From an optimization exercise on the open Yosys and OpenROAD flow, aimed at small area and few clock cycles; shortcuts taken in it are not production practice.
In this exercise RTL edits were held to simulation tests only and were not proved equivalent to the original.

## sphere_grid_triangle_index_generator
module sphere_grid_triangle_index_generator #(
	parameter int MAX_SLICES = 1024,
	parameter int MAX_STACKS = 1024
) (
	input  logic                                clk,
	input  logic                                arst_n,
	input  logic                                s_axis_tvalid,
	output logic                                s_axis_tready,
	input  logic [sgti_pkg::IN_DATA_W-1:0]      s_axis_tdata,    
	output logic                                m_axis_tvalid,
	input  logic                                m_axis_tready,
	output logic [sgti_pkg::OUT_DATA_W-1:0]     m_axis_tdata,    
	output logic [1:0]                          m_axis_tuser,    
	output logic                                m_axis_tlast,    
	input  logic                                cfg_valid,
	output logic                                cfg_ready,
	input  logic [sgti_pkg::CFG_IDX_W-1:0]      cfg_index,
	input  logic [sgti_pkg::REG_W-1:0]          cfg_data
);
	localparam int CW = 10;
	typedef enum logic [1:0] {
		PH_TOP = 2'd0,
		PH_MID = 2'd1,
		PH_BOT = 2'd2
  ...
For scale: about 630 cells after synthesis, ~86 flip-flops, about 96 I/O pins.
Settings: LEC_CHECK=0, CAP_MARGIN=20, CORE_MARGIN=2, CORE_UTILIZATION=40, CTS_BUF_LIST=sky130_fd_sc_hd__clkbuf_8, SLEW_MARGIN=20; clock period 10.0 ns.
standard.sh (not shown) runs the stock make flow with config.mk's settings and CLKGATE_MAP_FILE= SYNTH_SCRIPT=/design/flow/synth_recipe.tcl, a recipe that flattens the netlist after the stock synthesis.
==> flow/flow/run.sh <==
#!/bin/bash
set -euo pipefail
W=$(pwd)

# ORFS's synth.tcl with the ABC mapping script swapped
sed -e 's#log_cmd abc {\*}$abc_args#lset abc_args 1 $::env(AREA_ABC_SCRIPT); log_cmd abc {*}$abc_args#' \
	"$FLOW_HOME/scripts/synth.tcl" > "$W/synth_area_body.tcl"
grep -q 'AREA_ABC_SCRIPT' "$W/synth_area_body.tcl"
# The standard flow's synthesis script, sourcing that copy
sed -e "s#\$::env(SCRIPTS_DIR)/synth.tcl#$W/synth_area_body.tcl#" "$W/synth_recipe.tcl" > "$W/synth_area.tcl"
grep -q 'synth_area_body' "$W/synth_area.tcl"
# standard.sh's make line, with that synthesis script
sed -e "s#SYNTH_SCRIPT=[^ ]*#SYNTH_SCRIPT=$W/synth_area.tcl#" "$W/standard.sh" > "$W/standard_area.sh"

export AREA_ABC_SCRIPT="$W/flow/area.abc"
export BUFFER_PORTS_ARGS="-buffer_cell sky130_fd_sc_hd__buf_1"
export CTS_ARGS="-sink_clustering_enable -repair_clock_nets -buf_list sky130_fd_sc_hd__clkbuf_8 -dont_use_dummy_load"

bash "$W/standard_area.sh" synth > "$W/synth.log" 2>&1
bash "$W/standard.sh" > "$W/layout.log" 2>&1
==> flow/flow/area.abc <==
strash
dch -f
amap
strash
dch -f
amap
strash
dch -f
amap
strash
dch -f
amap
strash
dch -f
amap
strash
dch -f
amap
strash
dch -f
amap
strash
dch -f
amap
strash
dch -f
amap
strash
dch -f
amap
The baseline finished with setup timing left.
Testbench counts at the start, summed over its fixed seeds: cycles 77,703.
Edit:
--- a/flow/design.v
+++ b/flow/design.v
@@ -60,22 +60,24 @@
 	logic             cfg_s;
 	logic             cfg_t;
 	logic             cfg_hit;
 	logic             restart;    
 	logic [CW-1:0]    sat_s;
 	logic [CW-1:0]    sat_t;
 	logic [IDX_W-1:0] vtx_k;
 	logic             vstep;
+	logic             vdown;
+	logic             vhi_step;
+	logic             vtx_hi;
 	logic             vcarry;
 	logic [IDX_W-1:0] aux_p1;
 	logic             acarry;
 	logic [IDX_W-1:0] upper;
 	logic [CW:0]      sub;
-	logic             sub_b;
 	logic             borrow;
 	logic [IDX_W-1:0] tri_a;
 	logic [IDX_W-1:0] tri_b;
 	logic [IDX_W-1:0] tri_c;
 	logic [1:0]       tri_region;
 	logic             tri_last;
 	logic [CW-1:0]    col_p1;
 	logic             ccarry;
@@ -96,34 +98,43 @@
 		if (cfg_data[10]) sat_s = '0;
 		else if (cfg_data[9:0] < 10'd3) sat_s = 10'd3;
 		else sat_s = cfg_data[9:0];
 		if (cfg_data[10]) sat_t = '0;
 		else if (cfg_data[9:0] < 10'd2) sat_t = 10'd2;
 		else sat_t = cfg_data[9:0];
 	end
 	always_comb begin
+		vdown  = (phase_q == PH_BOT);
 		vcarry = 1'b0;
-		for (int k = 0; k < IDX_W; k++) begin
-			vstep    = (k == 0) ? 1'b1 : (phase_q == PH_BOT);
+		for (int k = 0; k < CW; k++) begin
+			vstep    = (k == 0) ? 1'b1 : vdown;
 			vtx_k[k] = vtx_q[k] ^ vstep ^ vcarry;
 			vcarry   = (vtx_q[k] & vstep) | (vtx_q[k] & vcarry) | (vstep & vcarry);
+		end
+		vhi_step = vcarry ^ vdown;
+		vcarry   = 1'b0;
+		for (int k = CW; k < IDX_W; k++) begin
+			vstep    = (k == CW) ? 1'b1 : vdown;
+			vtx_hi   = vtx_q[k] ^ vstep ^ vcarry;
+			vcarry   = (vtx_q[k] & vstep) | (vtx_q[k] & vcarry) | (vstep & vcarry);
+			vtx_k[k] = vhi_step ? vtx_hi : vtx_q[k];
 		end
 		acarry = 1'b1;
 		for (int k = 0; k < IDX_W; k++) begin
 			aux_p1[k] = aux_q[k] ^ acarry;
 			acarry    = aux_q[k] & acarry;
 		end
 		sub    = last_col_q ? {(col_q == '0), col_q} : '0;
 		borrow = 1'b1;
-		for (int k = 0; k < IDX_W; k++) begin
-			sub_b    = (k <= CW) ? !sub[k] : 1'b1;
-			upper[k] = aux_p1[k] ^ sub_b ^ borrow;
-			borrow   = (aux_p1[k] & sub_b) | (aux_p1[k] & borrow) | (sub_b & borrow);
-		end
+		for (int k = 0; k <= CW; k++) begin
+			upper[k] = aux_p1[k] ^ !sub[k] ^ borrow;
+			borrow   = (aux_p1[k] & !sub[k]) | (aux_p1[k] & borrow) | (!sub[k] & borrow);
+		end
+		upper[IDX_W-1:CW+1] = aux_p1[IDX_W-1:CW+1] - (IDX_W-CW-1)'(!borrow);
 		tri_region = phase_q;
 		tri_last   = 1'b0;
 		case (phase_q)
 			PH_TOP: begin
 				tri_a = '0;
 				tri_b = vtx_q;
 				tri_c = last_col_q ? IDX_W'(1) : vtx_k;
 			end
With this change the flow went through all stages and came out clean.
Setup slack is better by 1.3 ns.
Global-route usage climbs by 0.52 points.
Area after synthesis climbs by 2.0%.
Non-clock buffer count drops by 9.
Count of clock-buffer cells in the layout stays the same.
Wire length climbs by 3.7%.
Sequential share of layout area climbs by 0.21 points.
Synthesized cell count climbs by 6.3%.
Testbench counts after the change, summed over its fixed seeds: cycles 77,703.

afterwards: timing with drivers on the ports:
Ports are ideal in the flow. The routed layouts listed here were re-timed in OpenROAD. Step 1 sets driving cells, clkbuf_16 on the clock port and buf_2 on the other inputs (assumed; they add their load-dependent delay and slew). Step 2, shift: input delay + t, output delay - t, t = (earliest + latest rising clock arrival at the registers) / 2. This alone moves slack from input paths to output paths. Slacks: ideal ports / drivers / drivers and shift; pairs: ideal ports / drivers.
| run | t, ns | setup WS [ns] | pins driven straight from the clock port |
|---|---|---|---|
| the first run | 0.402 | -0.433 / -0.468 / -0.066 | 1 |
| the second run | 0.404 | 0.863 / 0.829 / 1.233 | 1 |
